From an optimization exercise on the open Yosys and OpenROAD flow, aimed at small area, a short achievable clock period and few clock cycles per item; shortcuts taken in it are not production practice. Where RTL was checked, it was by simulation tests only, not by an equivalence proof against the original. Function not checked in runs 1 and 3: the RTL went through the layout flow alone. No activity file was given, so power comes from the tool's default toggle rates.

[design/flow/design.v]
package wpm_pkg;
   localparam int MAX_PATTERN_DEFAULT = 32;
   localparam logic [7:0] STAR_CHAR     = 8'h2A;
   localparam logic [7:0] QUESTION_CHAR = 8'h3F;
endpackage
module wpm_csr_regs (
   input  logic         clock,
   input  logic         reset,
   input  logic         csr_valid,
   output logic         csr_ready,
   input  logic [2:0]   csr_index,
   input  logic [63:0]  csr_data,
   output logic [255:0] pattern,
   output logic [31:0]  star,
   output logic [5:0]   used_len
);
   logic [63:0] wdata;
   logic [7:0]  wstar;
   logic [5:0]  wlen;
   logic [3:0]  we;
   assign csr_ready = 1'b1;
   assign wdata = csr_data & {64{~reset}};
   always_comb begin
      for (int k = 0; k < 8; k++)
         wstar[k] = (wdata[8*k +: 8] == wpm_pkg::STAR_CHAR);
   end
   always_ff @(posedge clock) begin
      if (reset) begin
         star     <= '0;
         used_len <= '0;
      end else begin
         for (int w = 0; w < 4; w++)
            if (csr_valid && csr_index == 3'(w)) star[8*w +: 8] <= wstar;
         if (csr_valid && csr_index == 3'd4) used_len <= wlen;
      end
   end
   assign wlen  = (csr_data[5] & (|csr_data[4:0])) ? 6'd32 : csr_data[5:0];
   always_comb begin
      for (int w = 0; w < 4; w++)
         we[w] = reset | (csr_valid && csr_index == 3'(w));
   end
   always_ff @(posedge clock) begin
      for (int w = 0; w < 4; w++)
         if (we[w]) pattern[64*w +: 64] <= wdata;
   end
endmodule
module wpm_column_unit (
   input  logic         clock,
   input  logic         reset,
   input  logic         accept,
   input  logic         req_char,     
   input  logic [7:0]   req_data,
   input  logic [255:0] pattern,
   input  logic [31:0]  star,
   input  logic [5:0]   used_len,
   output logic         step_valid,
   output logic         matched,
   output logic         alive
);
   localparam int N      = 32;
   localparam int LEVELS = 5;
   logic [N:0]   column_ff;
   logic [N:1]   hit_in;
   logic [N:1]   hit_ff;
   logic         char_ff;
   logic [3:0]   char_grp_in;
   logic [3:0]   char_grp_ff;
   logic         valid_ff;
   logic [N:1]   is_star;
   logic [N:1]   gen;
   logic [N:0]   col_mask;
   logic [N:1]   gen_lv  [0:LEVELS];
   logic [N:1]   prop_lv [0:LEVELS];
   logic [7:0]   pat_ch;
   always_comb begin
      for (int i = 1; i <= N; i++) begin
         pat_ch     = pattern[8*(i-1) +: 8];
         is_star[i] = star[i-1];
         hit_in[i]  = req_char && !is_star[i] &&
                      (pat_ch == wpm_pkg::QUESTION_CHAR || pat_ch == req_data);
      end
   end
   always_comb begin
      for (int k = 0; k < 4; k++)
         char_grp_in[k] = req_char && (|star[8*k +: 8]);
   end
   always_ff @(posedge clock) begin
      hit_ff      <= hit_in;
      char_ff     <= req_char;
      char_grp_ff <= char_grp_in;
   end
   always_ff @(posedge clock) begin
      if (reset)
         valid_ff <= 1'b0;
      else
         valid_ff <= accept;
   end
   assign step_valid = valid_ff;
   always_comb begin
      for (int i = 1; i <= N; i++)
         gen[i] = (char_grp_ff[(i-1)/8] && is_star[i] && column_ff[i])
               || (hit_ff[i] && column_ff[i-1]);
      gen[1] = gen[1] || (is_star[1] && !char_ff);
   end
   always_comb begin
      gen_lv[0]  = gen;
      prop_lv[0] = is_star;
      prop_lv[0][1] = 1'b0;
      for (int lv = 0; lv < LEVELS; lv++) begin
         for (int i = 1; i <= N; i++) begin
            if (i - (1 << lv) >= 1) begin
               gen_lv[lv+1][i]  = gen_lv[lv][i]
                                | (prop_lv[lv][i] & gen_lv[lv][i - (1 << lv)]);
               prop_lv[lv+1][i] = prop_lv[lv][i] & prop_lv[lv][i - (1 << lv)];
            end else begin
               gen_lv[lv+1][i]  = gen_lv[lv][i];
               prop_lv[lv+1][i] = prop_lv[lv][i];
            end
         end
      end
   end
   always_comb begin
      for (int i = 0; i <= N; i++)
         col_mask[i] = (6'(i) <= used_len);
   end
   always_ff @(posedge clock) begin
      if (reset)
         column_ff <= (N+1)'(1);
      else if (valid_ff)
         column_ff <= {gen_lv[LEVELS], !char_ff} & col_mask;
   end
   assign matched = |(column_ff & ~{1'b0, col_mask[N:1]});
   assign alive   = |column_ff;
endmodule
module wildcard_pattern_matcher (
   input  logic        clock,
   input  logic        reset,
   input  logic        req_tvalid,
   output logic        req_tready,
   input  logic [7:0]  req_tdata,    
   input  logic [0:0]  req_tuser,    
   output logic        rsp_tvalid,
   input  logic        rsp_tready,
   output logic [7:0]  rsp_tdata,    
   input  logic        csr_valid,
   output logic        csr_ready,
   input  logic [2:0]  csr_index,
   input  logic [63:0] csr_data
);
   localparam int DEPTH = 4;
   logic [255:0] pattern;
   logic [31:0]  star;
   logic [5:0]   used_len;
   logic         ready_ff;
   logic         accept;
   logic         take;
   logic         step_valid;
   logic         col_valid_ff;
   logic         matched;
   logic         alive;
   logic [1:0]   q_data_ff  [DEPTH];
   logic [DEPTH-1:0] q_valid_ff;
   logic [1:0]   q_data_in  [DEPTH];
   logic [DEPTH-1:0] q_valid_in;
   wpm_csr_regs u_csr_regs (
      .clock     (clock),
      .reset     (reset),
      .csr_valid (csr_valid),
      .csr_ready (csr_ready),
      .csr_index (csr_index),
      .csr_data  (csr_data),
      .pattern   (pattern),
      .star      (star),
      .used_len  (used_len)
   );
   assign req_tready = ready_ff;
   assign accept     = req_tvalid && ready_ff;
   assign take       = q_valid_ff[0] && rsp_tready;
   always_ff @(posedge clock) begin
      if (reset)
         col_valid_ff <= 1'b0;
      else
         col_valid_ff <= step_valid;
   end
   wpm_column_unit u_column_unit (
      .clock      (clock),
      .reset      (reset),
      .accept     (accept),
      .req_char   (req_tuser[0]),
      .req_data   (req_tdata),
      .pattern    (pattern),
      .star       (star),
      .used_len   (used_len),
      .step_valid (step_valid),
      .matched    (matched),
      .alive      (alive)
   );
   always_ff @(posedge clock) begin
      if (reset)
         ready_ff <= 1'b1;
      else
         ready_ff <= !(q_valid_in[3]
                    || (q_valid_in[2] && (accept || step_valid))
                    || (q_valid_in[1] && accept && step_valid));
   end
   always_comb begin
      for (int k = 0; k < DEPTH; k++) begin
         if (take) begin
            q_data_in[k]  = (k + 1 < DEPTH) ? q_data_ff[(k + 1) % DEPTH] : q_data_ff[k];
            q_valid_in[k] = (k + 1 < DEPTH) ? q_valid_ff[(k + 1) % DEPTH] : 1'b0;
         end else begin
            q_data_in[k]  = q_data_ff[k];
            q_valid_in[k] = q_valid_ff[k];
         end
      end
      if (col_valid_ff) begin
         for (int k = DEPTH - 1; k >= 0; k--) begin
            if (!q_valid_in[k] && (k == 0 || q_valid_in[k-1])) begin
               q_data_in[k]  = {alive, matched};
               q_valid_in[k] = 1'b1;
            end
         end
      end
   end
   always_ff @(posedge clock) begin
      if (reset)
         q_valid_ff <= '0;
      else
         q_valid_ff <= q_valid_in;
   end
   always_ff @(posedge clock) begin
      for (int k = 0; k < DEPTH; k++)
         q_data_ff[k] <= q_data_in[k];
   end
   assign rsp_tvalid = q_valid_ff[0];
   assign rsp_tdata  = {6'b0, q_data_ff[0]};
endmodule
[design/flow/flow/run.sh]
#!/bin/bash
# Standard synthesis and layout; the only change is the cell used for the
# port buffers (buf_1 instead of the tool's default choice, a delay buffer).
set -euo pipefail
bash standard.sh synth > synth.log 2>&1
bash standard.sh finish BUFFER_PORTS_ARGS="-buffer_cell sky130_fd_sc_hd__buf_1" > layout.log 2>&1
test -f out/final.def
[design/flow/standard.sh]
#!/bin/bash
# synth_recipe.tcl (not shown) runs the flow's synth.tcl, then flattens the netlist and writes it again
# the make line also repeats each setting of config.mk as NAME=value (left out here)
make -C /OpenROAD-flow-scripts/flow DESIGN_CONFIG=/design/flow/config.mk WORK_HOME=/design/flow/orfs CLKGATE_MAP_FILE= SYNTH_SCRIPT=/design/flow/synth_recipe.tcl "${@:-finish}"
[design/flow/config.mk]
export PLATFORM = sky130hd
export DESIGN_NAME = wildcard_pattern_matcher
export DESIGN_NICKNAME = wildcard_pattern_matcher
export VERILOG_FILES = /design/flow/design.v
export SDC_FILE = /design/flow/constraint.sdc
export NUM_CORES = 4
export LEC_CHECK = 0
export CAP_MARGIN = 20
export CORE_MARGIN = 2
export CORE_UTILIZATION = 60
export CTS_CLUSTER_DIAMETER = 80
export CTS_CLUSTER_SIZE = 30
export SETUP_SLACK_MARGIN = 3.45
export SLEW_MARGIN = 20
export TNS_END_PERCENT = 10
[design/flow/constraint.sdc]
create_clock -name core_clock -period 5.5 [get_ports {clock}]
set_input_delay 1.1000 -clock core_clock [delete_from_list [all_inputs] [get_ports {clock}]]
set_output_delay 1.1000 -clock core_clock [all_outputs]
set_load 0.01 [all_outputs]
==> qor.tcl, run 1 <==
set qor(number_of_antenna_violations_at_the_first_check_in_global_routing) 0
set qor(cts_inserted_buffers) 18
set qor(power_density_nw_per_um2) 278
set qor(synth_cell_types) 66
set qor(power_leakage_nw) 6.87
set qor(design.core.area_um2) 29500
set qor(layout_min_cycle_time_ns) 2.47
set qor(cell_internal_power_mw) 4.20
set qor(total_power_mw) 5.59
set qor(clock_tree_from_tritoncts) {done}
set qor(ios) 92
set qor(cts_root_buf) {sky130_fd_sc_hd__clkbuf_16}
set qor(grt_overflow_total) 0
set qor(irDropWorstVdd_mv) 0.376
set qor(arrival_ns) 2.89
set qor(fmax_mhz) 405
set qor(final_antenna_net_count) 0
set qor(ys_seq_elements) 379
set qor(netSwitchingFraction_pct) 24.9
set qor(postSynthCellCount) 1616
set qor(synthAdderAreaFrac_pct) 0.0559
set qor(timing.final.hold_violations) 0
set qor(nNetsFinal) 1781
set qor(dr.first_iter.drc_count) 1567
set qor(drv.max_cap_violation_count) 0
set qor(post_synth_xor_area_fraction_pct) 12.5
set qor(die_area_um2) 31200
set qor(timing_max_transition_violations_final) 0
set qor(startpoint_type) {flip-flop}
set qor(number_of_detailed_route_iterations_in_the_first_pass) 9
set qor(gp_congestion) 0.921
set qor(routed-via-count) 13400
set qor(synth_top_family_by_area) {simple AND/OR/NAND/NOR gates}
set qor(rrSetupSlack_ns) 3.03
set qor(post_synth_instance_area_um2) 17900
set qor(dp_worst_setup_slack_ns) 1.75
set qor(clk_pin_slew_worst_paths_ns) 0.11
set qor(commonest_non_fill_non_tap_cell_in_the_layout) {sky130_fd_sc_hd__edfxtp_1}
set qor(postLayoutSetupSlackWorst_ns) 3.03
set qor(htreeDepth) 1
set qor(clock_network_fraction_of_design_power_pct) 29.1
set qor(fillerInstances) 2231
set qor(total_switching_power_mw) 1.39
set qor(grt_use_total_pct) 31.8
set qor(finalSetupViolations) 0
set qor(timing.critical_path.required_ns) 5.92
set qor(numPortBuffers) 84
set qor(avgViaCountPerCell) 6.36
set qor(seq_area_um2) 10200
set qor(critPathMaxFanout) 5
set qor(finalClockSkew_ns) 0.0279
set qor(status) {no timing/DRC/antenna violations}
set qor(layout.cells.most_common_list) {sky130_fd_sc_hd__edfxtp_1, sky130_fd_sc_hd__xor2_1, sky130_fd_sc_hd__nand2_1}
set qor(hpwlAfterDp_um) 33600
set qor(library_cell_occupying_the_most_area_in_the_post_synthesis_netlist) {sky130_fd_sc_hd__edfxtp_1}
set qor(yosysWarningCount) 8
set qor(compound_gate_fraction_of_synth_area_pct) 11.4
set qor(insertedDiodeCount) 0
set qor(route.final.wire_length_um) 50500
set qor(first_global_vias) 12600
set qor(ff2ff_path_depth) 8
set qor(drive_gt1_share_pct) 10.4
set qor(timing.hold.worst.class) {flip-flop to flip-flop}
set qor(cts_buffer_depth) 3
set qor(tightestPinTransition_ns) 0.708
set qor(share_seq_of_total_power_pct) 60.5
set qor(dieWidth_um) 177
set qor(yosys_most_used_dff) {sky130_fd_sc_hd__edfxtp_1}
set qor(cts-hold-fix-buffers) 0
set qor(timing.slew.headroom_pct) 52.4
set qor(synthDominantCellAreaShare_pct) 43.3
set qor(clock-sinks) 379
set qor(critPathCaptureType) {flip-flop}
set qor(area_of_the_multi_input_gates_um2) 7550
set qor(fp_rows) 63
set qor(first_pass_grt_wire_length_um) 74400
set qor(synth.area.top_cells) {sky130_fd_sc_hd__edfxtp_1, sky130_fd_sc_hd__dfxtp_1, sky130_fd_sc_hd__xor2_1}
set qor(synthArstFlopShare_pct) 0
set qor(critical_path_endpoint) {u_column_unit.column_ff[19]$_SDFFE_PP0P_}
set qor(die_h_um) 177
set qor(crit_type) {flip-flop to flip-flop}
set qor(setup_repair_after_global_routing_missed_its_margin) {true}
set qor(r2r-start) {u_column_unit.char_grp_ff[0]$_DFF_P_}
set qor(worst_r2r_endpoint) {u_column_unit.column_ff[19]$_SDFFE_PP0P_}
set qor(drc_errors) 0
set qor(crit_start) {u_column_unit.char_grp_ff[0]$_DFF_P_}
set qor(synthSimpleGateAreaFrac_pct) 16.0
set qor(power_frac_comb_pct) 10.4
set qor(fin_crit_sh_pct) 44.9
set qor(initial_utilization_pct) 60.7
set qor(synth.yosys.seq_area_share_pct) 56.8
set qor(clock_network_latency_to_the_later_pin_of_the_worst_skew_pair_ns) 0.52
set qor(synthToLayoutAreaGrowth_pct) 12.5
set qor(post_synth_edffs) 258
set qor(multiplexer_share_of_the_synthesized_area_pct) 0.308
set qor(fin_setup_tns_ns) 0
set qor(grt_max_degree) 57
set qor(post_synth.cell_area_avg_um2) 11.1
set qor(routedWlPerCell_um) 24.0
## cell usage after synthesis (3+ instances only)
cell type and count:
sky130_fd_sc_hd__a221oi_1 3, sky130_fd_sc_hd__a211oi_1 6, sky130_fd_sc_hd__a222oi_1 3, sky130_fd_sc_hd__and3_1 5, sky130_fd_sc_hd__o31ai_1 5, sky130_fd_sc_hd__nand2b_1 7
sky130_fd_sc_hd__nor2b_1 74, sky130_fd_sc_hd__mux2_2 4, sky130_fd_sc_hd__o21ai_0 75, sky130_fd_sc_hd__buf_4 7, sky130_fd_sc_hd__o211ai_1 3, sky130_fd_sc_hd__a32oi_1 6
sky130_fd_sc_hd__a31oi_1 14, sky130_fd_sc_hd__buf_1 24, sky130_fd_sc_hd__a32o_1 16, sky130_fd_sc_hd__nor2_1 48, sky130_fd_sc_hd__nand3_1 30, sky130_fd_sc_hd__nor4_1 112
sky130_fd_sc_hd__a22oi_1 10, sky130_fd_sc_hd__dfxtp_1 121, sky130_fd_sc_hd__nor3_1 6, sky130_fd_sc_hd__xor2_1 256, sky130_fd_sc_hd__a22o_1 10, sky130_fd_sc_hd__o22ai_1 9
sky130_fd_sc_hd__nand3b_1 7, sky130_fd_sc_hd__a2111oi_0 3, sky130_fd_sc_hd__and2_1 5, sky130_fd_sc_hd__nor3b_1 39, sky130_fd_sc_hd__nand2_1 147, sky130_fd_sc_hd__a21boi_0 10
sky130_fd_sc_hd__a21o_1 11, sky130_fd_sc_hd__a21oi_1 105, sky130_fd_sc_hd__clkbuf_1 64, sky130_fd_sc_hd__nor4b_1 6, sky130_fd_sc_hd__edfxtp_1 258, sky130_fd_sc_hd__a41o_1 3
sky130_fd_sc_hd__inv_1 28, sky130_fd_sc_hd__nand4_1 39
## worst min-delay path by stage
stage / startpoint / cells past startpoint / slack, ns / endpoint
3_5_place_dp: u_csr_regs.star[0]$_SDFFE_PP0P_ / 1 / 0.45 / u_column_unit.hit_ff[1]$_DFF_P_
6_report: u_csr_regs.star[0]$_SDFFE_PP0P_ / 1 / 0.46 / u_column_unit.hit_ff[1]$_DFF_P_
4_1_cts: u_csr_regs.star[0]$_SDFFE_PP0P_ / 1 / 0.46 / u_column_unit.hit_ff[1]$_DFF_P_
3_3_place_gp: ready_ff$_SDFF_PP1_ / 2 / 0.45 / u_column_unit.valid_ff$_SDFF_PP0_
2_1_floorplan: u_csr_regs.star[0]$_SDFFE_PP0P_ / 1 / 0.42 / u_column_unit.hit_ff[1]$_DFF_P_
5_1_grt: u_csr_regs.star[0]$_SDFFE_PP0P_ / 1 / 0.47 / u_column_unit.hit_ff[1]$_DFF_P_
## area by class of cell
class | instances | area share [%]
flip-flops and latches | 379 | 50.7
multi-input cells | 1117 | 37.5
repair buffers | 153 | 5.65
clock buffers | 24 | 2.47
well taps | 390 | 2.42
inverters | 28 | 0.615
clock inverters | 8 | 0.547
repair inverters | 3 | 0.112
## metrics by stage
step	area, µm²	hold WS [ns]	instances	utilization (%)
6_report	20100	0.464	2102	68.3
5_1_grt	20100	0.469	2102	68.3
4_1_cts	19700	0.465	2087	66.9
3_5_place_dp	18500	0.452	2016	62.9
3_3_place_gp	18500	0.450	2015	62.8
2_1_floorplan	18000	0.421	1621	-
## critical path, cell delays in order, from the launching register on
cell                       delay (ns)
sky130_fd_sc_hd__dfxtp_4         0.38
sky130_fd_sc_hd__a222oi_1        0.39
sky130_fd_sc_hd__o21ai_2         0.13
sky130_fd_sc_hd__a22oi_2         0.19
sky130_fd_sc_hd__a311oi_2        0.14
sky130_fd_sc_hd__a221o_1         0.34
sky130_fd_sc_hd__a41o_1          0.27
sky130_fd_sc_hd__a221o_1         0.30
sky130_fd_sc_hd__a32o_1          0.24
## power groups by stage
stage | clock, mW | combinational, mW | sequential (mW)
3_3_place_gp | 0 | 0.503 | 3.45
2_1_floorplan | 0 | 0.367 | 3.42
6_report | 1.63 | 0.580 | 3.39
3_5_place_dp | 0 | 0.519 | 3.46
4_1_cts | 1.65 | 0.554 | 3.38
5_1_grt | 1.74 | 0.627 | 3.41
## state kept, by name (all words and copies together) (netlist names)
register,cells
col_valid_ff,1
q_data_ff,8
q_valid_ff,4
ready_ff,1
u_column_unit.char_ff,1
u_column_unit.char_grp_ff,4
u_column_unit.column_ff,33
u_column_unit.hit_ff,32
u_column_unit.valid_ff,1
u_csr_regs.pattern,256
u_csr_regs.star,32
u_csr_regs.used_len,6
## layer usage
metal	up-vias	part of all wire, %	global-route usage (%)
li1	6104	-	-
met5	-	0	0
met3	118	8.3	3.87
met2	626	47	52.3
met4	0	3.5	9.16
met1	6518	41	44.6
## timing repair
| action | CTS | global route |
|---|---|---|
| resized for setup | 72 | 81 |
| cloned | 4 | 2 |
| endpoints found under the setup margin | 459 | 250 |
| endpoints found under the hold margin | 0 | 0 |
| pin swaps | 14 | 22 |
| buffers inserted | 35 | 13 |
## kinds of logic (layout without fill, tap and decap cells)
| kind of cell | after synthesis | count (layout) |
|---|---|---|
| compound gates | 318 | 318 |
| xor+xnor | 256 | 256 |
| fa+ha+maj | 1 | 1 |
| buf+inv | 125 | 216 |
| flops | 379 | 379 |
| mux | 5 | 5 |
| other cells | 2 | 7 |
| simple gates | 530 | 530 |
==> run 2: changes to the inputs <==
--- a/design/flow/design.v
+++ b/design/flow/design.v
@@ -71,2 +71,3 @@
    logic [N:0]   col_mask;
+   logic [N:0]   len_hot;
    logic [N:1]   gen_lv  [0:LEVELS];
@@ -131,3 +132,7 @@
    end
-   assign matched = |(column_ff & ~{1'b0, col_mask[N:1]});
+   always_comb begin
+      for (int i = 0; i <= N; i++)
+         len_hot[i] = (used_len == 6'(i));
+   end
+   assign matched = |(column_ff & len_hot);
    assign alive   = |column_ff;
@@ -160,2 +165,4 @@
    logic         alive;
+   logic [DEPTH-1:0] pending_ff;    
+   logic [DEPTH-1:0] pending_in;
    logic [1:0]   q_data_ff  [DEPTH];
@@ -197,9 +204,18 @@
    );
-   always_ff @(posedge clock) begin
-      if (reset)
-         ready_ff <= 1'b1;
-      else
-         ready_ff <= !(q_valid_in[3]
-                    || (q_valid_in[2] && (accept || step_valid))
-                    || (q_valid_in[1] && accept && step_valid));
+   always_comb begin
+      if (accept && !take)
+         pending_in = {pending_ff[DEPTH-2:0], 1'b1};
+      else if (take && !accept)
+         pending_in = {1'b0, pending_ff[DEPTH-1:1]};
+      else
+         pending_in = pending_ff;
+   end
+   always_ff @(posedge clock) begin
+      if (reset) begin
+         pending_ff <= '0;
+         ready_ff   <= 1'b1;
+      end else begin
+         pending_ff <= pending_in;
+         ready_ff   <= !pending_in[DEPTH-1];
+      end
    end
==> design/flow/flow/run.sh (replaced) <==
#!/bin/bash
# Standard synthesis and layout, with two changes to how the layout is made:
# the port buffers use buf_1 (instead of the tool's default choice, a delay
# buffer), and the timing repair may resize a cell into one of another
# footprint (the platform limits it to the same footprint).
set -euo pipefail
bash standard.sh synth > synth.log 2>&1
bash standard.sh finish BUFFER_PORTS_ARGS="-buffer_cell sky130_fd_sc_hd__buf_1" MATCH_CELL_FOOTPRINT=0 > layout.log 2>&1
test -f out/final.def
==> qor.tcl, run 2 <==
set qor(status) {no timing/DRC/antenna violations} ;# unchanged
set qor(initial_utilization_pct) 60.6 ;# was 60.7%
set qor(fmax_mhz) 444 ;# was 405 MHz
set qor(register_with_the_highest_flop_count) {u_csr_regs.pattern} ;# unchanged
set qor(clock_network_fraction_of_design_power_pct) 31.6 ;# was 29.1%
set qor(cell_internal_power_mw) 4.34 ;# was 4.20 mW
set qor(share_seq_of_total_power_pct) 58.8 ;# was 60.5%
set qor(timing.slew.headroom_pct) 50.9 ;# was 52.4%
set qor(synth.yosys.seq_area_share_pct) 55.8 ;# was 56.8%
set qor(ios) 92 ;# unchanged
set qor(grt_overflow_total) 0 ;# unchanged
set qor(avgViaCountPerCell) 6.31 ;# was 6.36
set qor(synth_cell_types) 77 ;# was 66
set qor(synth.area.top_cells) {sky130_fd_sc_hd__edfxtp_1, sky130_fd_sc_hd__dfxtp_1, sky130_fd_sc_hd__xor2_1} ;# unchanged
set qor(first_global_vias) 12700 ;# was 12600
set qor(power_frac_comb_pct) 9.6 ;# was 10.4%
set qor(ys_seq_elements) 383 ;# was 379
set qor(route.final.wire_length_um) 50000 ;# was 50500 µm
set qor(hpwlAfterDp_um) 33800 ;# was 33600 µm
set qor(fin_crit_sh_pct) 40.9 ;# was 44.9%
set qor(timing_max_transition_violations_final) 0 ;# unchanged
set qor(timing.critical_path.required_ns) 4.40 ;# was 5.92 ns
set qor(finalSetupViolations) 0 ;# unchanged
set qor(drive_gt1_share_pct) 11.3 ;# was 10.4%
set qor(synth_most_common_cell) {sky130_fd_sc_hd__edfxtp_1} ;# unchanged
set qor(cts_inserted_buffers) 20 ;# was 18
set qor(routed-via-count) 13400 ;# about the same
set qor(synthToLayoutAreaGrowth_pct) 11.1 ;# was 12.5%
set qor(library_cell_occupying_the_most_area_in_the_post_synthesis_netlist) {sky130_fd_sc_hd__edfxtp_1} ;# unchanged
set qor(post_synth_edffs) 258 ;# unchanged
set qor(first_pass_grt_wire_length_um) 74100 ;# was 74400 µm
set qor(layout_min_cycle_time_ns) 2.25 ;# was 2.47 ns
set qor(fin_setup_tns_ns) 0 ;# unchanged
set qor(drv.max_cap_violation_count) 0 ;# unchanged
set qor(layout.cells.most_common_list) {sky130_fd_sc_hd__edfxtp_1, sky130_fd_sc_hd__xor2_1, sky130_fd_sc_hd__nand2_1} ;# unchanged
set qor(power_density_nw_per_um2) 285 ;# was 278 nW/µm²
set qor(clock_tree_from_tritoncts) {done} ;# unchanged
set qor(cts-hold-fix-buffers) 0 ;# unchanged
set qor(number_of_detailed_route_iterations_in_the_first_pass) 6 ;# was 9
set qor(critPathTopFamily) {flip-flops} ;# was compound AO/OA/AOI/OAI gates
set qor(dr.first_iter.drc_count) 1461 ;# was 1567
set qor(timing.hold.worst.class) {flip-flop to flip-flop} ;# unchanged
set qor(gp_congestion) 0.906 ;# was 0.921
set qor(dieWidth_um) 179 ;# was 177 µm
set qor(nNetsFinal) 1791 ;# was 1781
set qor(critPathCaptureType) {output pin} ;# was flip-flop
set qor(startpoint_type) {flip-flop} ;# unchanged
set qor(netSwitchingFraction_pct) 25.3 ;# was 24.9%
set qor(cts_buffer_depth) 3 ;# unchanged
set qor(final_cells) 2118 ;# was 2102
set qor(design.core.area_um2) 30300 ;# was 29500 µm²
set qor(number_of_antenna_violations_at_the_first_check_in_global_routing) 3 ;# was 0
set qor(synthDominantCellAreaShare_pct) 42.1 ;# was 43.3%
set qor(fp_rows) 64 ;# was 63
set qor(critical-path-max-stage-delay_ns) 0.43 ;# was 0.39 ns
set qor(timing.critical_path.buf_inv) 1 ;# was 0
set qor(yosys_most_used_dff) {sky130_fd_sc_hd__edfxtp_1} ;# unchanged
set qor(die_area_um2) 32100 ;# was 31200 µm²
set qor(fillerInstances) 2304 ;# was 2231
set qor(crit_type) {flip-flop to output pin} ;# was flip-flop to flip-flop
set qor(die_h_um) 179 ;# was 177 µm
set qor(arrival_ns) 1.15 ;# was 2.89 ns
set qor(timing.critical_path.cells) {buf_1} ;# was a222oi_1 > o21ai_2 > a22oi_2 > a311oi_2 > a221o_1 > a41o_1 > a221o_1 > a32o_1
set qor(final_antenna_net_count) 0 ;# unchanged
set qor(total_placed_cells_including_tap_cells) 2050 ;# was 2016
set qor(numPortBuffers) 84 ;# unchanged
set qor(finalClockSkew_ns) 0.0183 ;# was 0.0279 ns
set qor(setup_repair_after_global_routing_missed_its_margin) {true} ;# unchanged
set qor(drc_errors) 0 ;# unchanged
set qor(clock-sinks) 383 ;# was 379
set qor(synth.top_cells.by_count) {sky130_fd_sc_hd__edfxtp_1, sky130_fd_sc_hd__xor2_1, sky130_fd_sc_hd__nand2_1} ;# unchanged
set qor(max_ffs_per_register) 256 ;# unchanged
set qor(timing.final.hold_violations) 0 ;# unchanged
set qor(routedWlPerCell_um) 23.6 ;# was 24.0 µm
set qor(htreeDepth) 1 ;# unchanged
set qor(reg.largest.list) {u_csr_regs.pattern (256), u_column_unit.column_ff (33)} ;# unchanged
set qor(cts_root_buf) {sky130_fd_sc_hd__clkbuf_16} ;# unchanged
set qor(grt_max_degree) 57 ;# unchanged
set qor(commonest_non_fill_non_tap_cell_in_the_layout) {sky130_fd_sc_hd__edfxtp_1} ;# unchanged
set qor(post_synth.cell_area_avg_um2) 11.2 ;# was 11.1 µm²
set qor(power_leakage_nw) 6.90 ;# was 6.87 nW
set qor(yosysWarningCount) 8 ;# unchanged
set qor(clk_pin_slew_worst_paths_ns) 0.10 ;# was 0.11 ns
set qor(synthArstFlopShare_pct) 0 ;# unchanged
set qor(post_synth_instance_area_um2) 18400 ;# was 17900 µm²
set qor(critPathMaxFanout) 6 ;# was 5
set qor(tightestPinTransition_ns) 0.730 ;# was 0.708 ns
set qor(irDropWorstVdd_mv) 0.265 ;# was 0.376 mV
set qor(cp_slowest_cell) {sky130_fd_sc_hd__dfxtp_1} ;# was sky130_fd_sc_hd__a222oi_1
set qor(clock_network_latency_to_the_later_pin_of_the_worst_skew_pair_ns) 0.55 ;# was 0.52 ns
set qor(postSynthCellCount) 1645 ;# was 1616
set qor(total_switching_power_mw) 1.47 ;# was 1.39 mW
set qor(grt_use_total_pct) 30.9 ;# was 31.8%
-- run 2: cell count changes after synthesis, moves of 6 or more --
cell	delta
sky130_fd_sc_hd__mux2i_1	+10
sky130_fd_sc_hd__nand2_1	-10
sky130_fd_sc_hd__nand4_1	+9
sky130_fd_sc_hd__clkbuf_1	-8
sky130_fd_sc_hd__o21ai_0	-8
sky130_fd_sc_hd__nand2b_1	+6
sky130_fd_sc_hd__nor2_1	-6
-- run 2: per-stage QoR --
stage	area (µm²)	hold slack (ns)	setup slack, ns	util [%]	total power [mW]
2_1_floorplan	18500	0.421	2.52	-	3.83
3_3_place_gp	18900	0.444	1.80	62.3	3.98
3_5_place_dp	18900	0.446	1.93	62.4	4.01
4_1_cts	20000	0.461	3.23	66.0	5.82
5_1_grt	20400	0.496	3.15	67.3	6.02
6_report	20400	0.464	3.25	67.3	5.82
-- run 2: worst paths after layout --
path / startpoint / end / slack (ns) / cells after the start
hold reg to reg: u_csr_regs.star[30]$_SDFFE_PP0P_ / u_column_unit.hit_ff[31]$_DFF_P_ / 0.46 / 1
setup reg to reg: u_csr_regs.star[15]$_SDFFE_PP0P_ / u_column_unit.column_ff[32]$_SDFFE_PP0P_ / 3.25 / 7
hold / removal: u_csr_regs.star[30]$_SDFFE_PP0P_ / u_column_unit.hit_ff[31]$_DFF_P_ / 0.46 / 1
setup / recovery: q_valid_ff[0]$_SDFF_PP0_ / rsp_tvalid / 3.25 / 1
-- run 2: repair_timing --
item                                    CTS  global route
pin swaps                                 4            24
gates cloned                              4             3
endpoints found under the hold margin     0             0
buffers inserted                         14            11
endpoints found under the setup margin  427           302
gates resized for setup                  81            81
-- run 2: final cells by class --
cell class	count	area (µm²)	share of cell area, %
Inverter	27	116	0.570
Tap cell	396	495	2.42
Timing Repair inverter	4	27.5	0.135
Timing Repair Buffer	135	956	4.68
Antenna cell	1	2.50	0.0122
Sequential cell	383	10300	50.4
Multi-Input combinational cell	1137	7800	38.2
Clock inverter	10	164	0.802
Clock buffer	25	562	2.75
-- run 2: layer usage --
layer | share of wire [%] | vias to the layer above | wire, µm | GRT usage (%)
met5 | 0.048 | - | 24 | 0
met4 | 3.5 | 4 | 1770 | 9.72
met3 | 6.0 | 111 | 3030 | 3.73
met2 | 47 | 557 | 23600 | 50.6
met1 | 43 | 6506 | 21600 | 43.2
li1 | - | 6187 | - | -
-- run 2: kinds of logic (layout without fill, tap and decap cells) --
| group | count (synthesis) | count (layout) | share of synthesized area [%] |
|---|---|---|---|
| compound gates | 310 | 310 | 10.9 |
| flops | 383 | 383 | 55.8 |
| mux | 17 | 17 | 1.03 |
| buf+inv | 130 | 201 | 3.54 |
| simple gates | 545 | 545 | 16.4 |
| other cells | 2 | 8 | 0.0408 |
| xor+xnor | 256 | 256 | 12.2 |
| fa+ha+maj | 2 | 2 | 0.136 |
-- run 2: power groups by stage --
stage / Clock [mW] / Combinational [mW] / Sequential, mW
floorplan: 0 / 0.372 / 3.45
global placement: 0 / 0.503 / 3.48
detailed placement: 0 / 0.520 / 3.49
CTS: 1.86 / 0.543 / 3.42
global route: 1.97 / 0.611 / 3.44
finish: 1.84 / 0.560 / 3.42
Testbench counts of run 2, summed over its fixed seeds: cycles 20,042, items 19,850.
==> run 3: changes to the inputs <==
--- a/design/flow/design.v
+++ b/design/flow/design.v
@@ -19,3 +19,3 @@
    logic [5:0]  wlen;
-   logic [3:0]  we;
+   logic [4:0]  we;
    assign csr_ready = 1'b1;
@@ -26,20 +26,14 @@
    end
-   always_ff @(posedge clock) begin
-      if (reset) begin
-         star     <= '0;
-         used_len <= '0;
-      end else begin
-         for (int w = 0; w < 4; w++)
-            if (csr_valid && csr_index == 3'(w)) star[8*w +: 8] <= wstar;
-         if (csr_valid && csr_index == 3'd4) used_len <= wlen;
-      end
-   end
    assign wlen  = (csr_data[5] & (|csr_data[4:0])) ? 6'd32 : csr_data[5:0];
    always_comb begin
+      for (int w = 0; w < 5; w++)
+         we[w] = reset | (csr_valid && csr_index == 3'(w));
+   end
+   always_ff @(posedge clock) begin
       for (int w = 0; w < 4; w++)
-         we[w] = reset | (csr_valid && csr_index == 3'(w));
-   end
-   always_ff @(posedge clock) begin
-      for (int w = 0; w < 4; w++)
-         if (we[w]) pattern[64*w +: 64] <= wdata;
+         if (we[w]) begin
+            pattern[64*w +: 64] <= wdata;
+            star[8*w +: 8]      <= wstar;
+         end
+      if (we[4]) used_len <= wlen & {6{~reset}};
    end
@@ -65,4 +59,2 @@
    logic         char_ff;
-   logic [3:0]   char_grp_in;
-   logic [3:0]   char_grp_ff;
    logic         valid_ff;
@@ -70,4 +62,6 @@
    logic [N:1]   gen;
+   logic [N:1]   prop;
+   logic [N:1]   coef_a;
+   logic [N:1]   coef_b;
    logic [N:0]   col_mask;
-   logic [N:0]   len_hot;
    logic [N:1]   gen_lv  [0:LEVELS];
@@ -79,14 +73,9 @@
          is_star[i] = star[i-1];
-         hit_in[i]  = req_char && !is_star[i] &&
-                      (pat_ch == wpm_pkg::QUESTION_CHAR || pat_ch == req_data);
-      end
-   end
-   always_comb begin
-      for (int k = 0; k < 4; k++)
-         char_grp_in[k] = req_char && (|star[8*k +: 8]);
-   end
-   always_ff @(posedge clock) begin
-      hit_ff      <= hit_in;
-      char_ff     <= req_char;
-      char_grp_ff <= char_grp_in;
+         hit_in[i]  = req_char && (is_star[i] ||
+                      pat_ch == wpm_pkg::QUESTION_CHAR || pat_ch == req_data);
+      end
+   end
+   always_ff @(posedge clock) begin
+      hit_ff  <= hit_in;
+      char_ff <= req_char;
    end
@@ -100,6 +89,10 @@
    always_comb begin
-      for (int i = 1; i <= N; i++)
-         gen[i] = (char_grp_ff[(i-1)/8] && is_star[i] && column_ff[i])
-               || (hit_ff[i] && column_ff[i-1]);
-      gen[1] = gen[1] || (is_star[1] && !char_ff);
+      for (int i = 1; i <= N; i++) begin
+         coef_a[i] = !valid_ff || (hit_ff[i] && is_star[i]);
+         coef_b[i] = valid_ff && hit_ff[i] && !is_star[i];
+         prop[i]   = valid_ff && is_star[i];
+         gen[i]    = (coef_a[i] && column_ff[i]) || (coef_b[i] && column_ff[i-1]);
+      end
+      gen[1]  = gen[1] || (valid_ff && !char_ff && is_star[1]);
+      prop[1] = 1'b0;
    end
@@ -107,4 +100,3 @@
       gen_lv[0]  = gen;
-      prop_lv[0] = is_star;
-      prop_lv[0][1] = 1'b0;
+      prop_lv[0] = prop;
       for (int lv = 0; lv < LEVELS; lv++) begin
@@ -129,10 +121,7 @@
          column_ff <= (N+1)'(1);
-      else if (valid_ff)
-         column_ff <= {gen_lv[LEVELS], !char_ff} & col_mask;
-   end
-   always_comb begin
-      for (int i = 0; i <= N; i++)
-         len_hot[i] = (used_len == 6'(i));
-   end
-   assign matched = |(column_ff & len_hot);
+      else
+         column_ff <= {gen_lv[LEVELS], valid_ff ? !char_ff : column_ff[0]}
+                      & (col_mask | {(N+1){!valid_ff}});
+   end
+   assign matched = column_ff[used_len];
    assign alive   = |column_ff;
==> design/flow/run.sh (new file) <==
#!/bin/bash
# synth_recipe.tcl (not shown) runs the flow's synth.tcl, then flattens the netlist and writes it again
# the make line also repeats each setting of config.mk as NAME=value (left out here)
make -C /OpenROAD-flow-scripts/flow DESIGN_CONFIG=/design/flow/config.mk WORK_HOME=/design/flow/orfs CLKGATE_MAP_FILE= SYNTH_SCRIPT=/design/flow/synth_recipe.tcl finish
--- a/design/flow/config.mk
+++ b/design/flow/config.mk
@@ -12,4 +12,3 @@
 export CTS_CLUSTER_SIZE = 30
-export SETUP_SLACK_MARGIN = 3.45
+export SETUP_SLACK_MARGIN = 3.3
 export SLEW_MARGIN = 20
-export TNS_END_PERCENT = 10
removed: design/flow/flow/run.sh
removed: design/flow/standard.sh
==> qor.tcl, run 3 <==
set qor(hpwlAfterDp_um) 33400 ;# was 33800 µm
set qor(postSynthCellCount) 1626 ;# was 1645
set qor(arrival_ns) 2.95 ;# was 1.15 ns
set qor(synth_cell_types) 83 ;# was 77
set qor(routed-via-count) 14100 ;# was 13400
set qor(yosysWarningCount) 8 ;# unchanged
set qor(total_placed_cells_including_tap_cells) 2023 ;# was 2050
set qor(fin_crit_sh_pct) 45.6 ;# was 40.9%
set qor(postLayoutSetupSlackWorst_ns) 2.99 ;# was 3.25 ns
set qor(timing.final.hold_violations) 0 ;# unchanged
set qor(startpoint_type) {flip-flop} ;# unchanged
set qor(commonest_non_fill_non_tap_cell_in_the_layout) {sky130_fd_sc_hd__edfxtp_1} ;# unchanged
set qor(number_of_antenna_violations_at_the_first_check_in_global_routing) 1 ;# was 3
set qor(timing.hold.worst.class) {flip-flop to flip-flop} ;# unchanged
set qor(critPathTopFamily) {compound AO/OA/AOI/OAI gates} ;# was flip-flops
set qor(clock-sinks) 379 ;# was 383
set qor(layout_min_cycle_time_ns) 2.51 ;# was 2.25 ns
set qor(design.core.area_um2) 30700 ;# was 30300 µm²
set qor(share_seq_of_total_power_pct) 58.0 ;# was 58.8%
set qor(gp_congestion) 0.929 ;# was 0.906
set qor(r2r-start) {u_csr_regs.star[7]$_DFFE_PP_} ;# was u_csr_regs.star[15]$_SDFFE_PP0P_
set qor(numPortBuffers) 84 ;# unchanged
set qor(timing.critical_path.required_ns) 5.94 ;# was 4.40 ns
set qor(netSwitchingFraction_pct) 26.3 ;# was 25.3%
set qor(die_area_um2) 32800 ;# was 32100 µm²
set qor(cp_slowest_cell) {sky130_fd_sc_hd__edfxtp_1} ;# was sky130_fd_sc_hd__dfxtp_1
set qor(timing.critical_path.cells) {mux2i_1 > o21ai_0 > nor2_1 > a21o_1 > a31oi_4 > o31ai_4 > a2111oi_4 > o31a_1} ;# was buf_1
set qor(first_global_vias) 13400 ;# was 12700
set qor(yosys_most_used_dff) {sky130_fd_sc_hd__edfxtp_1} ;# unchanged
set qor(power_leakage_nw) 7.02 ;# was 6.90 nW
set qor(final_antenna_net_count) 0 ;# unchanged
set qor(synth_most_common_cell) {sky130_fd_sc_hd__edfxtp_1} ;# unchanged
set qor(post_synth.cell_area_avg_um2) 11.6 ;# was 11.2 µm²
set qor(clk_pin_slew_worst_paths_ns) 0.11 ;# was 0.10 ns
set qor(rrSetupSlack_ns) 2.99 ;# was 3.25 ns
set qor(final_util_pct) 71.1 ;# was 67.3%
set qor(cell_internal_power_mw) 4.51 ;# was 4.34 mW
set qor(fillerInstances) 2196 ;# was 2304
set qor(avgViaCountPerCell) 6.58 ;# was 6.31
set qor(initial_utilization_pct) 61.2 ;# was 60.6%
set qor(drv.max_cap_violation_count) 0 ;# unchanged
set qor(dp_worst_setup_slack_ns) 2.08 ;# was 1.93 ns
set qor(nNetsFinal) 1820 ;# was 1791
set qor(post_synth_edffs) 296 ;# was 258
set qor(ys_seq_elements) 379 ;# was 383
set qor(fp_rows) 64 ;# unchanged
set qor(clock_network_fraction_of_design_power_pct) 28.5 ;# was 31.6%
set qor(cts_inserted_buffers) 19 ;# was 20
set qor(dieWidth_um) 181 ;# was 179 µm
set qor(route.final.wire_length_um) 55000 ;# was 50000 µm
set qor(dr.first_iter.drc_count) 1833 ;# was 1461
set qor(synthToLayoutAreaGrowth_pct) 16.2 ;# was 11.1%
set qor(synth.top_cells.by_count) {sky130_fd_sc_hd__edfxtp_1, sky130_fd_sc_hd__xnor2_1, sky130_fd_sc_hd__nand2_1} ;# was sky130_fd_sc_hd__edfxtp_1, sky130_fd_sc_hd__xor2_1, sky130_fd_sc_hd__nand2_1
set qor(synth.area.top_cells) {sky130_fd_sc_hd__edfxtp_1, sky130_fd_sc_hd__xnor2_1, sky130_fd_sc_hd__dfxtp_1} ;# was sky130_fd_sc_hd__edfxtp_1, sky130_fd_sc_hd__dfxtp_1, sky130_fd_sc_hd__xor2_1
set qor(fmax_mhz) 398 ;# was 444 MHz
set qor(synth.yosys.seq_area_share_pct) 56.1 ;# was 55.8%
set qor(crit_type) {flip-flop to flip-flop} ;# was flip-flop to output pin
set qor(htreeDepth) 1 ;# unchanged
set qor(irDropWorstVdd_mv) 0.275 ;# was 0.265 mV
set qor(min-delay-start) {pending_ff[0]$_SDFFE_PP0P_} ;# was u_csr_regs.star[30]$_SDFFE_PP0P_
set qor(grt_use_total_pct) 32.5 ;# was 30.9%
set qor(drc_errors) 0 ;# unchanged
set qor(max_ffs_per_register) 256 ;# unchanged
set qor(critPathCaptureType) {flip-flop} ;# was output pin
set qor(number_of_detailed_route_iterations_in_the_first_pass) 5 ;# was 6
set qor(cts_root_buf) {sky130_fd_sc_hd__clkbuf_16} ;# unchanged
set qor(library_cell_occupying_the_most_area_in_the_post_synthesis_netlist) {sky130_fd_sc_hd__edfxtp_1} ;# unchanged
set qor(finalSetupViolations) 0 ;# unchanged
set qor(drive_gt1_share_pct) 14.5 ;# was 11.3%
set qor(clock_tree_from_tritoncts) {done} ;# unchanged
set qor(register_with_the_highest_flop_count) {u_csr_regs.pattern} ;# unchanged
set qor(final_cells) 2145 ;# was 2118
set qor(tightestPinTransition_ns) 0.952 ;# was 0.730 ns
set qor(layout.cells.most_common_list) {sky130_fd_sc_hd__edfxtp_1, sky130_fd_sc_hd__xnor2_1, sky130_fd_sc_hd__nand2_1} ;# was sky130_fd_sc_hd__edfxtp_1, sky130_fd_sc_hd__xor2_1, sky130_fd_sc_hd__nand2_1
set qor(grt_max_degree) 85 ;# was 57
set qor(reg.largest.list) {u_csr_regs.pattern (256), u_column_unit.column_ff (33)} ;# unchanged
set qor(timing.slew.headroom_pct) 36.0 ;# was 50.9%
set qor(crit_start) {u_csr_regs.star[7]$_DFFE_PP_} ;# was q_valid_ff[0]$_SDFF_PP0_
set qor(cts_buffer_depth) 3 ;# unchanged
set qor(post_synth_instance_area_um2) 18800 ;# was 18400 µm²
set qor(synthDominantCellAreaShare_pct) 47.2 ;# was 42.1%
set qor(timing_max_transition_violations_final) 0 ;# unchanged
set qor(insertedDiodeCount) 0 ;# was 1
set qor(synthArstFlopShare_pct) 0 ;# unchanged
set qor(power_density_nw_per_um2) 280 ;# was 285 nW/µm²
set qor(stdcell_area_um2) 21900 ;# was 20400 µm²
set qor(placement.cell_area_um2) 19800 ;# was 18900 µm²
set qor(status) {no timing/DRC/antenna violations} ;# unchanged
set qor(finalClockSkew_ns) 0.0167 ;# was 0.0183 ns
set qor(critPathMaxFanout) 8 ;# was 6
set qor(fin_setup_tns_ns) 0 ;# unchanged
set qor(timing.critical_path.buf_inv) 0 ;# was 1
set qor(setup_repair_after_global_routing_missed_its_margin) {true} ;# unchanged
set qor(grt_overflow_total) 0 ;# unchanged
set qor(power_frac_comb_pct) 13.5 ;# was 9.6%
set qor(critical-path-max-stage-delay_ns) 0.61 ;# was 0.43 ns
set qor(die_h_um) 181 ;# was 179 µm
set qor(ios) 92 ;# unchanged
set qor(cts-hold-fix-buffers) 0 ;# unchanged
set qor(first_pass_grt_wire_length_um) 80300 ;# was 74100 µm
set qor(routedWlPerCell_um) 25.7 ;# was 23.6 µm
set qor(total_switching_power_mw) 1.61 ;# was 1.47 mW
set qor(clock_network_latency_to_the_later_pin_of_the_worst_skew_pair_ns) 0.53 ;# was 0.55 ns
-- run 3: cells by family after synthesis --
kind of cell | synth area share [%]
simple gates | 17.3
flops | 56.1
xor+xnor | 11.9
compound gates | 8.79
buf+inv | 2.81
mux | 2.89
fa+ha+maj | 0.133
other cells | 0.0399
-- run 3: routing by layer --
metal	share of wire [%]	wire, µm	global-route usage [%]	up-vias
li1	-	-	-	6244
met1	41	22500	45.5	6929
met2	45	24500	50.1	806
met3	11	5850	7.06	130
met4	3.9	2170	12.2	0
met5	0	0	0	-
-- run 3: timing repair --
item,in CTS,in global routing
pin swaps,18,42
resized for setup,77,70
setup endpoints to repair,476,239
buffers inserted,39,37
gates cloned,11,2
-- run 3: area by class of cell --
| class | count | area (µm²) | share of cell area [%] |
|---|---|---|---|
| Multi-Input combinational cell | 1145 | 8260 | 37.8 |
| Tap cell | 396 | 495 | 2.27 |
| Inverter | 16 | 70.1 | 0.321 |
| Clock inverter | 9 | 176 | 0.807 |
| Clock buffer | 24 | 494 | 2.26 |
| Sequential cell | 379 | 10600 | 48.3 |
| Timing Repair Buffer | 176 | 1800 | 8.23 |
-- run 3: worst min-delay path, delay by kind of cell (launching register included) --
family / cells / cell delay, ns
AND/OR/NAND/NOR: 1 / 0.07
AO/OA/AOI/OAI: 1 / 0.07
flip-flops: 1 / 0.35
-- run 3: worst paths after layout --
path,end,cells past startpoint
worst min register to register,pending_ff[0]$_SDFFE_PP0P_,2
worst max-delay path,u_column_unit.column_ff[25]$_SDFF_PP0_,8
worst min-delay path,pending_ff[0]$_SDFFE_PP0P_,2
worst max register to register,u_column_unit.column_ff[25]$_SDFF_PP0_,8
-- run 3: stage by stage --
| stage | hold WS (ns) | total power [mW] |
|---|---|---|
| 2_1_floorplan | 0.459 | 4.05 |
| 3_3_place_gp | 0.474 | 4.29 |
| 3_5_place_dp | 0.484 | 4.31 |
| 4_1_cts | 0.511 | 6.08 |
| 5_1_grt | 0.560 | 6.32 |
| 6_report | 0.515 | 6.12 |
-- run 3: power by group through the flow --
stage	registers (mW)	clock network, mW	logic, mW
2_1_floorplan	3.52	0	0.529
3_3_place_gp	3.62	0	0.664
3_5_place_dp	3.63	0	0.676
4_1_cts	3.55	1.76	0.768
5_1_grt	3.57	1.87	0.884
6_report	3.55	1.75	0.828

==> re-timing with driven ports <==
Ports are ideal in the flow. The routed layouts listed here were re-timed in OpenROAD. Step 1 sets driving cells, clkbuf_16 on the clock port and buf_2 on the other inputs (assumed; they add their load-dependent delay and slew). Step 2 adds t to the input delays and takes it off the output delays; t is the mean of the earliest and latest rising clock arrival at the registers after step 1. Input paths then give back, and output paths get back, about the clock's delay inside the block. Slacks: no drivers / after step 1 / after step 2; pairs: no drivers / after step 1.
run | shift t [ns] | slack for setup (ns) | worst hold slack (ns) | worst slew at a driven data input, ns | cell pins on the clock port's net
run 1 | 0.562 | 3.033 / 3.033 / 2.509 | 0.464 / 0.464 / 0.464 | 0.06 | 1
run 2 | 0.596 | 3.249 / 3.195 / 2.624 | 0.464 / 0.464 / 0.464 | 0.09 | 1
run 3 | 0.578 | 2.990 / 2.990 / 2.744 | 0.515 / 0.515 / 0.515 | 0.08 | 1
After both steps every run listed still meets setup and hold. The setup slack of run 2, which loses most, moves by -0.054 ns with the drivers and by -0.625 ns with both steps.
